Source: an optimization exercise on an open RTL-to-GDS flow (aim: small area, a short achievable clock period and few clock cycles per item). Production flows keep margins and buffers that such runs may drop.
In this exercise RTL edits were held to simulation tests only and were not proved equivalent to the original.
No activity file was given, so power comes from the tool's default toggle rates.

==> inputs of job 6126 <==
// ekf_frontend_top
module ekf_frontend_top (
  input  wire                clk,
  input  wire                sys_rst,
  input  wire                ekf_pkg::stage_e i_stage_val,
  output logic               o_stage_rdy,
  input  wire                ekf_pkg::lm_idx_t i_l_k,
  input  wire                ekf_pkg::data_t i_rk,
  input  wire                ekf_pkg::data_t i_phi,
  output logic               o_plb_en,
  output logic               o_plb_we,
  output ekf_pkg::plb_addr_t o_plb_addr,
  output ekf_pkg::data_t     o_plb_din,
  input  wire                ekf_pkg::data_t i_plb_dout,
  output logic               o_init_predict,
  output logic               o_init_newlm,
  output logic               o_init_update,
  output ekf_pkg::data_t     o_xk,
  output ekf_pkg::data_t     o_yk,
  output ekf_pkg::data_t     o_xita,
  output ekf_pkg::data_t     o_lkx,
  output ekf_pkg::data_t     o_lky,
  input  wire                i_done_predict,
  input  wire                i_done_newlm,
  input  wire                i_done_update,
  input  wire                ekf_pkg::data_t i_result_0,
  input  wire                ekf_pkg::data_t i_result_1,
  input  wire                ekf_pkg::data_t i_result_2,
  input  wire                ekf_pkg::data_t i_result_3,
  input  wire                ekf_pkg::data_t i_result_4,
  input  wire                ekf_pkg::data_t i_result_5
);
clock: 5.5 ns
lec_check: 0
cap_margin: 20
core_margin: 2
core_utilization: 40
setup_slack_margin: 0.2
slew_margin: 20
run.sh (not shown) runs the stock make flow with config.mk's settings and CLKGATE_MAP_FILE= SYNTH_SCRIPT=/design/flow/synth_recipe.tcl, a recipe that flattens the netlist after the stock synthesis.
==> job 4479 (differences from job 6126) <==
- ABC_CLOCK_PERIOD_IN_PS: default -> 2500
- SETUP_SLACK_MARGIN: 0.2 -> 2.0
==> job 636 (differences from job 6126) <==
- SETUP_SLACK_MARGIN: 0.2 -> 3.0
==> qor summary <==
Outcome: job 4479 no timing/DRC/antenna violations; job 6126 no timing/DRC/antenna violations; job 636 no timing/DRC/antenna violations
Number of global-route vias before repair: job 4479 16800; job 6126 16900; job 636 17700
Inserted Clock Buffers: job 4479 30; job 6126 31; job 636 30
Worst setup margin: job 4479 1.99 ns; job 6126 1.12 ns; job 636 2.11 ns
Routed length on met3: job 4479 6530 µm; job 6126 6060 µm; job 636 7630 µm
Stages on the worst setup path: job 4479 13; job 6126 14; job 636 14
Worst path max stage delay: job 4479 0.48 ns; job 6126 0.88 ns; job 636 0.40 ns
Post-CTS Resized: job 4479 18; job 6126 0; job 636 363
Internal Dissipation: job 4479 3.66 mW; job 6126 3.67 mW; job 636 3.75 mW
Global routing met3 resource utilization: job 4479 0.0514; job 6126 0.0566; job 636 0.0614
Combinational share of power: job 4479 0.138; job 6126 0.135; job 636 0.149
Final worst clock skew: job 4479 0.0173 ns; job 6126 0.0182 ns; job 636 0.0200 ns
Share of cell area taken by flip-flops and latches: job 4479 0.296; job 6126 0.299; job 636 0.279
Total number of multi-input combinational cells: job 4479 1479; job 6126 1479; job 636 1480
Met2 global-route usage: job 4479 0.559; job 6126 0.576; job 636 0.597
Multi-input combinational cell area: job 4479 9510 µm²; job 6126 9340 µm²; job 636 9910 µm²
Slew margin rel.: job 4479 0.262; job 6126 0.287; job 636 0.320
Required @ worst endpoint: job 4479 5.79 ns; job 6126 5.81 ns; job 636 5.83 ns
Via density: job 4479 5.96; job 6126 5.97; job 636 6.07
Layout cell share with drive strength beyond 1: job 4479 0.0631; job 6126 0.0460; job 636 0.148
Highest clock frequency the design can meet: job 4479 285 MHz; job 6126 228 MHz; job 636 295 MHz
Number of fill cells: job 4479 3845; job 6126 3840; job 636 3737
Area growth from synthesis to layout: job 4479 39.9%; job 6126 38.2%; job 636 48.9%
Worst path bufs/invs: job 4479 1; job 6126 2; job 636 2
Critical path's slowest cell: job 4479 a222oi_1; job 6126 dfxtp_2; job 636 dfxtp_4
Critical path destination: job 4479 wd[30]$_DFFE_PP_; job 6126 wd[30]$_DFFE_PP_; job 636 wd[31]$_DFFE_PP_
Maximum resistive drop on vdd: job 4479 0.218 mV; job 6126 0.205 mV; job 636 0.219 mV
Testbench counts of job 6126, summed over its fixed seeds: cycles 24,171, stages 1,200.
Testbench counts of job 4479, summed over its fixed seeds: cycles 24,171, stages 1,200.
Testbench counts of job 636, summed over its fixed seeds: cycles 24,171, stages 1,200.

==> afterwards: timing with drivers on the ports <==
The results above use ideal ports. As a check the final layouts listed here were re-extracted and re-timed, cells and wires unchanged. Step 1 sets driving cells, clkbuf_16 on the clock port and buf_2 on the other inputs (assumed; they add their load-dependent delay and slew). Step 2 times the ports against the registers' clock, not the clock port: input delays grow and output delays shrink by t, the midpoint of the rising clock arrivals with the driver on. a / b / c = ideal ports / drivers / drivers and shift; a / b = the first two.
run | t, ns | setup slack, ns | slew at the worst register clock pin (ns) | worst data-port slew with drivers (ns)
job 6126 | 0.643 | 1.116 / 1.116 / 1.116 | 0.07 / 0.07 | 0.10
job 4479 | 0.641 | 1.987 / 1.987 / 1.816 | 0.06 / 0.06 | 0.10
job 636 | 0.631 | 2.109 / 2.109 / 2.109 | 0.07 / 0.07 | 0.10
After both steps setup and hold are still met in every run listed. For job 4479, which loses most, drivers alone change the setup slack by 0.000 ns; drivers and shift together by -0.171 ns.
